This design comes from an exercise in tuning for small area, a short achievable clock period and few clock cycles per item on the open sky130 flow, not from production work.
The RTL was checked by simulation tests, not by an equivalence proof against the original design.

==> run B: inputs <==
==> flow/design.v (excerpt) <==
module fm_keycode_to_fnum_block (
	input  logic             clk,
	input  logic             arst_n,
	input  logic             cfg_we,
	input  logic [0:0]       cfg_index,
	input  logic [fkf_pkg::CLK_W-1:0] cfg_data,
	input  logic             in_valid,
	output logic             in_stall,
	input  logic [7:0]       key_code,
	input  logic [7:0]       key_fraction,
	output logic             out_valid,
	input  logic             out_stall,
	output logic [2:0]       block,
	output logic [10:0]      freq_number
);
==> module fkf_cfg, before the edit <==
module fkf_cfg (
	input  logic        clk,
	input  logic        arst_n,
	input  logic        cfg_we,
	input  logic [0:0]  cfg_index,
	input  logic [25:0] cfg_data,
	output logic        busy,
	output logic [33:0] an,
	output logic [35:0] a3,
	output logic [45:0] bn,
	output logic [27:0] th,
	output logic [6:0]  gc,
	output logic        zero
);
	logic [25:0] src_q, tgt_q;
	logic [4:0]  ps_q, pt_q;
	logic [11:1] st;
	logic        fa_q, fb_q, nr_q, a3c_q;
	logic [6:0]  gp_q;
	logic        sz;
	logic [25:0] t1;
	logic [4:0]  lzs, lzt;
	logic [25:0] sn, tn;
	assign sz = src_q == '0;
	assign t1 = (tgt_q == '0) ? 26'd1 : tgt_q;
	always_comb begin
		lzs = '0;
		lzt = '0;
		for (int i = 0; i < 26; i++) begin
			if (src_q[i])
				lzs = 5'(25 - i);
			if (t1[i])
				lzt = 5'(25 - i);
		end
	end
	assign sn = src_q << lzs;
	assign tn = t1 << lzt;
	localparam logic [25:0] TB = 26'd49146431;
	localparam logic [25:0] TA = 26'd43383509;
	logic [5:0]  bsel_q;
	logic [3:0]  asel_q;
	always_ff @(posedge clk) begin
		bsel_q[0] <= st[1] | st[2] | st[3] | st[4];
		bsel_q[1] <= st[1] | st[2] | st[4] | (st[7] & fb_q);
		bsel_q[2] <= st[5] | (st[7] & !fb_q);
		bsel_q[3] <= st[3];
		bsel_q[4] <= st[6];
		bsel_q[5] <= st[7] & !fb_q;
		asel_q[0] <= st[1] | (st[3] & fa_q);
		asel_q[1] <= st[3] & !fa_q;
		asel_q[2] <= st[2];
		asel_q[3] <= st[3] & !fa_q;
	end
	logic        bneg;
	logic [45:0] bsv;
	logic [26:0] bt;
	logic [13:0] bl0;
	logic [14:0] bm0, bm1;
	logic [27:0] blo;
	logic [18:0] bhi;
	logic [45:0] bsum;
	assign bneg = bsel_q[0];
	assign bsv  = ({46{bsel_q[1]}} & (bn << 2)) | ({46{bsel_q[2]}} & (bn << 3)) |
	              ({46{bsel_q[3]}} & (bn << 4)) | ({46{bsel_q[4]}} & (bn << 5));
	assign bt   = (bsel_q[5] ? {tgt_q, 1'b0} : {1'b0, tgt_q}) ^ {27{bneg}};
	assign bl0  = {1'b0, bsv[12:0]} + {1'b0, bt[12:0]} + 14'(bneg);
	assign bm0  = {1'b0, bsv[26:13]} + {1'b0, bt[26:13]};
	assign bm1  = {1'b0, bsv[26:13]} + {1'b0, bt[26:13]} + 15'd1;
	assign blo  = bl0[13] ? {bm1, bl0[12:0]} : {bm0, bl0[12:0]};
	assign bhi  = bneg ? (blo[27] ? bsv[45:27] : bsv[45:27] - 19'd1)
	                   : (blo[27] ? bsv[45:27] + 19'd1 : bsv[45:27]);
	assign bsum = {bhi, blo[26:0]};
	logic [32:0] asv;
	logic [26:0] at;
	logic [13:0] al0;
	logic [14:0] am0, am1;
	logic [27:0] alo;
	logic [32:0] asum;
	assign asv  = ({33{asel_q[0]}} & {an[31:0], 1'b0}) | ({33{asel_q[1]}} & {an[30:0], 2'b0}) |
	              ({33{asel_q[2]}} & {an[28:0], 4'b0});
	assign at   = asel_q[3] ? {src_q, 1'b0} : {1'b0, src_q};
	assign al0  = {1'b0, asv[12:0]} + {1'b0, at[12:0]};
	assign am0  = {1'b0, asv[26:13]} + {1'b0, at[26:13]};
	assign am1  = {1'b0, asv[26:13]} + {1'b0, at[26:13]} + 15'd1;
	assign alo  = al0[13] ? {am1, al0[12:0]} : {am0, al0[12:0]};
	assign asum = {alo[27] ? asv[32:27] + 6'd1 : asv[32:27], alo[26:0]};
	logic        nr;
	logic [18:0] a3lo;
	logic [17:0] a3hi;
	assign nr   = {an[32:0], 13'd0} < bn;
	assign a3lo = 19'(an[17:0]) + 19'({an[16:0], 1'b0});
	assign a3hi = 18'({2'b0, an[33:18]}) + 18'({1'b0, an[33:17]}) + 18'(a3c_q);
	always_ff @(posedge clk or negedge arst_n) begin
		if (!arst_n) begin
			src_q <= fkf_pkg::SRC_N_RESET;
			ps_q  <= fkf_pkg::SRC_P_RESET;
			tgt_q <= fkf_pkg::TGT_N_RESET;
			pt_q  <= fkf_pkg::TGT_P_RESET;
			st    <= 11'd1;
		end else if (cfg_we) begin
			case (cfg_index)
				fkf_pkg::REG_SOURCE_CLOCK: begin
					src_q <= cfg_data;
					ps_q  <= 5'd25;
				end
				fkf_pkg::REG_TARGET_CLOCK: begin
					tgt_q <= cfg_data;
					pt_q  <= 5'd25;
				end
				default: ;
			endcase
			st <= 11'd1;
		end else begin
			st <= {st[10:1], 1'b0};
			if (st[1]) begin
				src_q <= sn;
				ps_q  <= ps_q - lzs;
				tgt_q <= tn;
				pt_q  <= pt_q - lzt;
			end
		end
	end
	always_ff @(posedge clk) begin
		if (st[1]) begin
			zero <= sz;
			bn   <= 46'(tn);
			an   <= 34'(sn);
		end else begin
			if (|st[8:2])
				bn <= bsum;
			if (st[2] | st[3] | st[4])
				an <= 34'(asum);
			else if (st[10])
				an <= nr_q ? {an[32:0], 1'b0} : an;
		end
		if (st[2]) begin
			fa_q <= src_q >= TA;
			fb_q <= tgt_q >= TB;
		end
		if (st[5]) begin
			a3[17:0] <= a3lo[17:0];
			a3c_q    <= a3lo[18];
		end
		if (st[6])
			a3[35:18] <= a3hi;
		if (st[9]) begin
			nr_q <= nr;
			th   <= fkf_pkg::srt_th(bn[44:42]);
		end
		if (st[10]) begin
			a3   <= nr_q ? {a3[34:0], 1'b0} : a3;
			gp_q <= 7'(ps_q) - 7'(pt_q) + 7'(fa_q) - 7'(fb_q);
		end
		if (st[11])
			gc <= gp_q - 7'(nr_q);
	end
	assign busy = cfg_we || (|st[7:1]);
endmodule
==> flow/config.mk <==
export PLATFORM = sky130hd
export DESIGN_NAME = fm_keycode_to_fnum_block
export DESIGN_NICKNAME = fm_keycode_to_fnum_block
export VERILOG_FILES = /design/flow/design.v
export SDC_FILE = /design/flow/constraint.sdc
export NUM_CORES = 8
export LEC_CHECK = 0
export CAP_MARGIN = 70
export CORE_MARGIN = 2
export CORE_UTILIZATION = 45
export SLEW_MARGIN = 70
export SYNTH_MEMORY_MAX_BITS = 65536
==> flow/constraint.sdc <==
create_clock -name core_clock -period 12.0 [get_ports {clk}]
set_input_delay 2.4000 -clock core_clock [delete_from_list [all_inputs] [get_ports {clk}]]
set_output_delay 2.4000 -clock core_clock [all_outputs]
set_load 0.01 [all_outputs]
standard.sh (not shown) runs the stock make flow with config.mk's settings and CLKGATE_MAP_FILE= SYNTH_SCRIPT=/design/flow/synth_recipe.tcl, a recipe that flattens the netlist after the stock synthesis.
==> flow/flow/run.sh <==
#!/bin/bash
set -euo pipefail
export SETUP_SLACK_MARGIN=8.0
export TNS_END_PERCENT=100
export BUFFER_PORTS_ARGS="-buffer_cell sky130_fd_sc_hd__buf_4"
bash standard.sh > standard.log 2>&1
==> run R: changes against run B <==
--- a/flow/design.v
+++ b/flow/design.v
@@ -2969,7 +2969,7 @@
 );
 	logic [25:0] src_q, tgt_q;
 	logic [4:0]  ps_q, pt_q;
-	logic [11:1] st;
+	logic [12:1] st;
 	logic        fa_q, fb_q, nr_q, a3c_q;
 	logic [6:0]  gp_q;
 	logic        sz;
@@ -3007,38 +3007,48 @@
 		asel_q[3] <= st[3] & !fa_q;
 	end
 	logic        bneg;
-	logic [45:0] bsv;
+	logic [26:0] bxl;
 	logic [26:0] bt;
 	logic [13:0] bl0;
 	logic [14:0] bm0, bm1;
 	logic [27:0] blo;
-	logic [18:0] bhi;
-	logic [45:0] bsum;
 	assign bneg = bsel_q[0];
-	assign bsv  = ({46{bsel_q[1]}} & (bn << 2)) | ({46{bsel_q[2]}} & (bn << 3)) |
-	              ({46{bsel_q[3]}} & (bn << 4)) | ({46{bsel_q[4]}} & (bn << 5));
+	assign bxl  = ({27{bsel_q[1]}} & {bn[24:0], 2'b0}) | ({27{bsel_q[2]}} & {bn[23:0], 3'b0}) |
+	              ({27{bsel_q[3]}} & {bn[22:0], 4'b0}) | ({27{bsel_q[4]}} & {bn[21:0], 5'b0});
 	assign bt   = (bsel_q[5] ? {tgt_q, 1'b0} : {1'b0, tgt_q}) ^ {27{bneg}};
-	assign bl0  = {1'b0, bsv[12:0]} + {1'b0, bt[12:0]} + 14'(bneg);
-	assign bm0  = {1'b0, bsv[26:13]} + {1'b0, bt[26:13]};
-	assign bm1  = {1'b0, bsv[26:13]} + {1'b0, bt[26:13]} + 15'd1;
+	assign bl0  = {1'b0, bxl[12:0]} + {1'b0, bt[12:0]} + 14'(bneg);
+	assign bm0  = {1'b0, bxl[26:13]} + {1'b0, bt[26:13]};
+	assign bm1  = {1'b0, bxl[26:13]} + {1'b0, bt[26:13]} + 15'd1;
 	assign blo  = bl0[13] ? {bm1, bl0[12:0]} : {bm0, bl0[12:0]};
-	assign bhi  = bneg ? (blo[27] ? bsv[45:27] : bsv[45:27] - 19'd1)
-	                   : (blo[27] ? bsv[45:27] + 19'd1 : bsv[45:27]);
-	assign bsum = {bhi, blo[26:0]};
-	logic [32:0] asv;
+	logic [3:0]  bhs_q;
+	logic        bhn_q, bcy_q;
+	logic [4:0]  bsave_q;
+	logic [23:0] by;
+	logic [18:0] bxh;
+	logic [18:0] bhi;
+	assign by   = {bn[45:27], bsave_q};
+	assign bxh  = ({19{bhs_q[0]}} & by[21:3]) | ({19{bhs_q[1]}} & by[20:2]) |
+	              ({19{bhs_q[2]}} & by[19:1]) | ({19{bhs_q[3]}} & by[18:0]);
+	assign bhi  = bhn_q ? (bcy_q ? bxh : bxh - 19'd1) : (bcy_q ? bxh + 19'd1 : bxh);
+	logic [26:0] axl;
 	logic [26:0] at;
 	logic [13:0] al0;
 	logic [14:0] am0, am1;
 	logic [27:0] alo;
-	logic [32:0] asum;
-	assign asv  = ({33{asel_q[0]}} & {an[31:0], 1'b0}) | ({33{asel_q[1]}} & {an[30:0], 2'b0}) |
-	              ({33{asel_q[2]}} & {an[28:0], 4'b0});
+	logic [2:0]  ahs_q;
+	logic        acy_q;
+	logic [3:0]  asave_q;
+	logic [9:0]  ay;
+	logic [5:0]  axh;
+	assign axl  = ({27{asel_q[0]}} & {an[25:0], 1'b0}) | ({27{asel_q[1]}} & {an[24:0], 2'b0}) |
+	              ({27{asel_q[2]}} & {an[22:0], 4'b0});
 	assign at   = asel_q[3] ? {src_q, 1'b0} : {1'b0, src_q};
-	assign al0  = {1'b0, asv[12:0]} + {1'b0, at[12:0]};
-	assign am0  = {1'b0, asv[26:13]} + {1'b0, at[26:13]};
-	assign am1  = {1'b0, asv[26:13]} + {1'b0, at[26:13]} + 15'd1;
+	assign al0  = {1'b0, axl[12:0]} + {1'b0, at[12:0]};
+	assign am0  = {1'b0, axl[26:13]} + {1'b0, at[26:13]};
+	assign am1  = {1'b0, axl[26:13]} + {1'b0, at[26:13]} + 15'd1;
 	assign alo  = al0[13] ? {am1, al0[12:0]} : {am0, al0[12:0]};
-	assign asum = {alo[27] ? asv[32:27] + 6'd1 : asv[32:27], alo[26:0]};
+	assign ay   = {an[32:27], asave_q};
+	assign axh  = ({6{ahs_q[0]}} & ay[8:3]) | ({6{ahs_q[1]}} & ay[7:2]) | ({6{ahs_q[2]}} & ay[5:0]);
 	logic        nr;
 	logic [18:0] a3lo;
 	logic [17:0] a3hi;
@@ -3051,7 +3061,7 @@
 			ps_q  <= fkf_pkg::SRC_P_RESET;
 			tgt_q <= fkf_pkg::TGT_N_RESET;
 			pt_q  <= fkf_pkg::TGT_P_RESET;
-			st    <= 11'd1;
+			st    <= 12'd1;
 		end else if (cfg_we) begin
 			case (cfg_index)
 				fkf_pkg::REG_SOURCE_CLOCK: begin
@@ -3064,9 +3074,9 @@
 				end
 				default: ;
 			endcase
-			st <= 11'd1;
+			st <= 12'd1;
 		end else begin
-			st <= {st[10:1], 1'b0};
+			st <= {st[11:1], 1'b0};
 			if (st[1]) begin
 				src_q <= sn;
 				ps_q  <= ps_q - lzs;
@@ -3081,35 +3091,47 @@
 			bn   <= 46'(tn);
 			an   <= 34'(sn);
 		end else begin
-			if (|st[8:2])
-				bn <= bsum;
-			if (st[2] | st[3] | st[4])
-				an <= 34'(asum);
-			else if (st[10])
+			if (|st[8:2]) begin
+				bn[26:0] <= blo[26:0];
+				bcy_q    <= blo[27];
+				bsave_q  <= bn[26:22];
+				bhs_q    <= bsel_q[4:1];
+				bhn_q    <= bneg;
+			end
+			if (|st[9:3])
+				bn[45:27] <= bhi;
+			if (st[2] | st[3] | st[4]) begin
+				an[26:0] <= alo[26:0];
+				acy_q    <= alo[27];
+				asave_q  <= an[26:23];
+				ahs_q    <= asel_q[2:0];
+			end
+			if (st[3] | st[4] | st[5])
+				an[32:27] <= acy_q ? axh + 6'd1 : axh;
+			if (st[11]) begin
 				an <= nr_q ? {an[32:0], 1'b0} : an;
+				a3 <= nr_q ? {a3[34:0], 1'b0} : a3;
+			end
 		end
 		if (st[2]) begin
 			fa_q <= src_q >= TA;
 			fb_q <= tgt_q >= TB;
 		end
-		if (st[5]) begin
+		if (st[6]) begin
 			a3[17:0] <= a3lo[17:0];
 			a3c_q    <= a3lo[18];
 		end
-		if (st[6])
+		if (st[7])
 			a3[35:18] <= a3hi;
-		if (st[9]) begin
+		if (st[10]) begin
 			nr_q <= nr;
 			th   <= fkf_pkg::srt_th(bn[44:42]);
-		end
-		if (st[10]) begin
-			a3   <= nr_q ? {a3[34:0], 1'b0} : a3;
 			gp_q <= 7'(ps_q) - 7'(pt_q) + 7'(fa_q) - 7'(fb_q);
 		end
-		if (st[11])
+		if (st[12])
 			gc <= gp_q - 7'(nr_q);
 	end
-	assign busy = cfg_we || (|st[7:1]);
+	assign busy = cfg_we || (|st[8:1]);
 endmodule
 module fkf_back (
 	input  logic        clk,
==> qor summary <==
| metric | run B | run R |
|---|---|---|
| Post CTS Setup Buffer Count | 132 | 56 |
| Relative max-transition margin | 0.628 | 0.575 |
| Data arrival at the endpoint of the critical path | 5160 ps | 4890 ps |
| Inverter count of the layout excluding clock inverters | 1815 | 1812 |
| GR met2 Demand/Resource | 0.642 | 0.665 |
| First-pass GRT wire length | 777000 um | 799000 um |
| Vert. Die Dim | 488 um | 490 um |
| Post-synthesis to final-layout area growth | 21.4% | 19.4% |
| Diode insertion count for antenna repair | 59 | 62 |
| Worst Tran Pin Value | 558 ps | 633 ps |
| Met3 GRT Util | 0.209 | 0.225 |
| Via count | 106000 | 107000 |
| Syn nets | 13200 | 13200 |
| Fraction of area in multi-input gates | 0.506 | 0.509 |
| Status | no timing/DRC/antenna violations | no timing/DRC/antenna violations |
| Post-Route Skew | 116 ps | 82.9 ps |
Testbench counts of run B, summed over its fixed seeds: cycles 13,320, items 12,288.
Testbench counts of run R, summed over its fixed seeds: cycles 13,368, items 12,288.

-- port drivers added, routing unchanged --
In the flow no input, the clock included, has a driving cell. The finished layouts below were timed again as built, in two steps.
Step 1, drivers: a clkbuf_16 drives clk and a buf_2 each remaining input, both assumed.
Step 2, shift: input delay + t, output delay - t, t = (earliest + latest rising clock arrival at the registers) / 2. This alone moves slack from input paths to output paths.
Slacks: no drivers / after step 1 / after step 2; pairs: no drivers / after step 1.
| run | shift t [ns] | slack for setup (ns) | hold slack, ns | worst setup path after step 2 |
|---|---|---|---|---|
| run B | 0.964 | 7.537 / 7.537 / 7.537 | 0.308 / 0.308 / 0.308 | register to register |
| run R | 0.939 | 7.865 / 7.865 / 7.576 | 0.289 / 0.289 / 0.289 | input to register |
After both steps every run listed still meets setup and hold. The setup slack of run R, which loses most, moves by 0.000 ns with the drivers and by -0.289 ns with both steps.
